Source: an optimization exercise on an open RTL-to-GDS flow (aim: small area and a short achievable clock period). Production flows keep margins and buffers that such runs may drop. The RTL was checked by simulation tests, not by an equivalence proof against the original design. Power is estimated from default activity; no workload was simulated.

Design apb_acc_top, start of the top module:
module apb_acc_top (
  input  wire logic         i_clk,
  input  wire logic         i_reset,
  input  wire logic [11:0]  i_paddr,
  input  wire logic [31:0]  i_pwdata,
  input  wire logic         i_pwrite,
  input  wire logic         i_psel,
  input  wire logic         i_penable,
  output logic      [31:0]  o_prdata,
  output logic              o_pready,
  output logic              o_pslverr
);
Size: roughly 83 I/O pins, ~0.048 sq mm of cells after synthesis.
make LEC_CHECK=0 CAP_MARGIN=20 CORE_MARGIN=2 CORE_UTILIZATION=40 CTS_BUF_LIST='sky130_fd_sc_hd__clkbuf_4 sky130_fd_sc_hd__clkbuf_8' SETUP_SLACK_MARGIN=4.4 SLEW_MARGIN=20 SYNTH_HIERARCHICAL=1 TNS_END_PERCENT=20 finish   # period 7.0 ns
run.sh (not shown) runs the stock make flow with config.mk's settings and CLKGATE_MAP_FILE= SYNTH_SCRIPT=/design/flow/synth_recipe.tcl, a recipe that flattens the netlist after the stock synthesis.
Rerun with:
- SETUP_SLACK_MARGIN: 4.4 -> 4.2
Register-to-register slack degrades by 40 ps.
Power shrinks by 3.4%.
First-iteration DRC count shrinks by 12%.
Clock skew shrinks by 6.1 ps.

---

Setup of try-juniper:
apb_acc_top, a different RTL version from the one above (not shown whole).
Size: ~960 flip-flops, ~50000 µm² of cells after synthesis.
make LEC_CHECK=0 CAP_MARGIN=20 CORE_MARGIN=2 CORE_UTILIZATION=60 SETUP_SLACK_MARGIN=4.4 SLEW_MARGIN=20 finish   # period 7.0 ns
The final layout from try-juniper, which completed every stage, passed the timing, design-rule and antenna checks at the end of the flow.
## Diff of input files: try-sierra against try-juniper
diff --git a/flow/config.mk b/flow/config.mk
--- a/flow/config.mk
+++ b/flow/config.mk
@@ -8,5 +8,5 @@
 export CAP_MARGIN = 20
 export CORE_MARGIN = 2
-export CORE_UTILIZATION = 60
+export CORE_UTILIZATION = 40
 export SETUP_SLACK_MARGIN = 4.4
 export SLEW_MARGIN = 20
--- outcome ---
- Changes observed in try-sierra relative to try-juniper: first-pass GRT wire length saw a decrease; number of well taps now larger.
- try-sierra vs. try-juniper: cell area now sits higher; antenna diode instance count dropped 2.
diff inputs: try-sierra => try-quartz
diff --git a/flow/config.mk b/flow/config.mk
--- a/flow/config.mk
+++ b/flow/config.mk
@@ -9,4 +9,3 @@
 export CORE_MARGIN = 2
 export CORE_UTILIZATION = 40
-export SETUP_SLACK_MARGIN = 4.4
 export SLEW_MARGIN = 20
[summary]
Of the two values seen for source of the critical timing path, u_filter.r2_5_1 was produced by try-sierra and i_pwdata[3] by try-quartz. Non-clock buffer count in try-quartz is 344 below try-sierra. Going from try-sierra to try-quartz, the CTS buffer count was found to have gone up by about 2%. try-sierra → try-quartz: via count fell by about 6%; number of flops mapped to enable cells by yosys stayed essentially flat. try-quartz vs. try-sierra: global-route usage went down by 1.5 points. Clock network fraction of design power for try-quartz: 6.4 points up relative to try-sierra.

---

== exp/garnet ==
Another version of the RTL of apb_acc_top (not shown whole).
For scale: ~3900 cells after synthesis, roughly 83 I/O pins, ~50000 sq um of cells after synthesis.
Design apb_acc_top, start of the top module:
module apb_acc_top (
  input  wire logic         i_clk,
  input  wire logic         i_reset,
  input  wire logic [11:0]  i_paddr,
  input  wire logic [31:0]  i_pwdata,
  input  wire logic         i_pwrite,
  input  wire logic         i_psel,
  input  wire logic         i_penable,
  output logic      [31:0]  o_prdata,
  output logic              o_pready,
  output logic              o_pslverr
);
  logic [95:0] taps;
  logic [3:0]  ntaps_n;
  logic        setup;
  logic        access;
  logic        sample_wr;
  logic        filter_clear;
  logic        push;
  logic [26:0] data;
  logic        pop;
  logic        fifo_clear;
  logic        fifo_en;
  logic [31:0] head_n;
  logic [2:0]  status_n;
  logic        bypass;
  assign o_pready  = 1'b1;
  assign o_pslverr = 1'b0;
  apb_regs u_regs (
    .i_clk          (i_clk),
    .i_reset        (i_reset),
    .i_paddr        (i_paddr),
    .i_pwdata       (i_pwdata),
    .i_pwrite       (i_pwrite),
    .i_psel         (i_psel),
    .i_penable      (i_penable),
    .o_prdata       (o_prdata),
    .o_taps         (taps),
    .o_ntaps_n      (ntaps_n),
    .o_setup        (setup),
    .o_access       (access),
    .o_sample_wr    (sample_wr),
    .o_filter_clear (filter_clear),
    .o_pop          (pop),
    .o_fifo_clear   (fifo_clear),
    .o_fifo_en      (fifo_en),
    .i_head_n       (head_n),
    .i_status_n     (status_n),
    .i_bypass       (bypass),
    .i_data         (data)
  );
  fir_filter u_filter (
    .i_clk          (i_clk),
    .i_reset        (i_reset),
    .i_taps         (taps),
    .i_ntaps_n      (ntaps_n),
    .i_pwdata       (i_pwdata[11:0]),
    .i_setup        (setup),
    .i_access       (access),
    .i_sample_wr    (sample_wr),
    .i_filter_clear (filter_clear),
    .o_push         (push),
    .o_data         (data)
  );
  result_fifo u_fifo (
    .i_clk      (i_clk),
    .i_reset    (i_reset),
    .i_push     (push),
    .i_data     (data),
    .i_pop      (pop),
    .i_clear    (fifo_clear),
    .i_en       (fifo_en),
    .o_head_n   (head_n),
    .o_status_n (status_n),
    .o_bypass   (bypass)
  );
endmodule
make LEC_CHECK=0 CAP_MARGIN=20 CORE_MARGIN=2 CORE_UTILIZATION=65 PLACE_DENSITY=0.85 SETUP_SLACK_MARGIN=4.2 SLEW_MARGIN=20 SYNTH_HIERARCHICAL=1 TNS_END_PERCENT=20 finish   # period 7.0 ns
## Diff of input files: exp/ember against exp/garnet
Settings: setting CTS_BUF_LIST to sky130_fd_sc_hd__clkbuf_4 sky130_fd_sc_hd__clkbuf_8 for the first time; removing PLACE_DENSITY (formerly 0.85); changing CORE_UTILIZATION from 65 to 40.
==> comparison <==
Total power was higher in the run labelled exp/garnet. Clock buffer instance count of the final layout in exp/ember vs exp/garnet: up 79%. Cells: exp/ember has more instances than exp/garnet. Maximum clock frequency up 8.1% in exp/ember wrt exp/garnet. Compare exp/garnet and exp/ember | power density relative to cell area higher: exp/garnet. Higher total routing usage reported by global routing was reported by exp/garnet, not exp/ember.

[what the ideal ports hide]
The flow's constraints put no driver on any port. The routed layouts listed below were extracted and timed again, unchanged, in two steps. Step 1, drivers: a clkbuf_16 drives i_clk and a buf_2 each remaining input, both assumed. Step 2 adds t to the input delays and takes it off the output delays; t is the mean of the earliest and latest rising clock arrival at the registers after step 1. Input paths then give back, and output paths get back, about the clock's delay inside the block. a / b / c = no drivers / after step 1 / after step 2; a / b = the first two.
| run | t, ns | slack for setup (ns) | slew at the worst register clock pin (ns) | worst slew at a driven data input, ns |
|---|---|---|---|---|
| the first run of note 1 | 0.913 | 4.083 / 4.083 / 3.356 | 0.07 / 0.07 | 0.05 |
| the second run of note 1 | 0.922 | 4.042 / 4.042 / 3.215 | 0.08 / 0.08 | 0.09 |
| try-juniper | 0.734 | 3.341 / 3.341 / 3.341 | 0.07 / 0.07 | 0.06 |
| try-sierra | 0.768 | 3.435 / 3.435 / 3.430 | 0.07 / 0.07 | 0.15 |
| try-quartz | 0.779 | 2.651 / 2.703 / 1.924 | 0.07 / 0.07 | 0.17 |
| exp/garnet | 0.752 | 3.295 / 3.295 / 3.139 | 0.08 / 0.08 | 0.05 |
| exp/ember | 0.956 | 3.573 / 3.573 / 2.969 | 0.07 / 0.07 | 0.05 |
After both steps setup and hold are still met in every run listed. For the second run of note 1, which loses most, drivers alone change the setup slack by 0.000 ns; drivers and shift together by -0.827 ns.
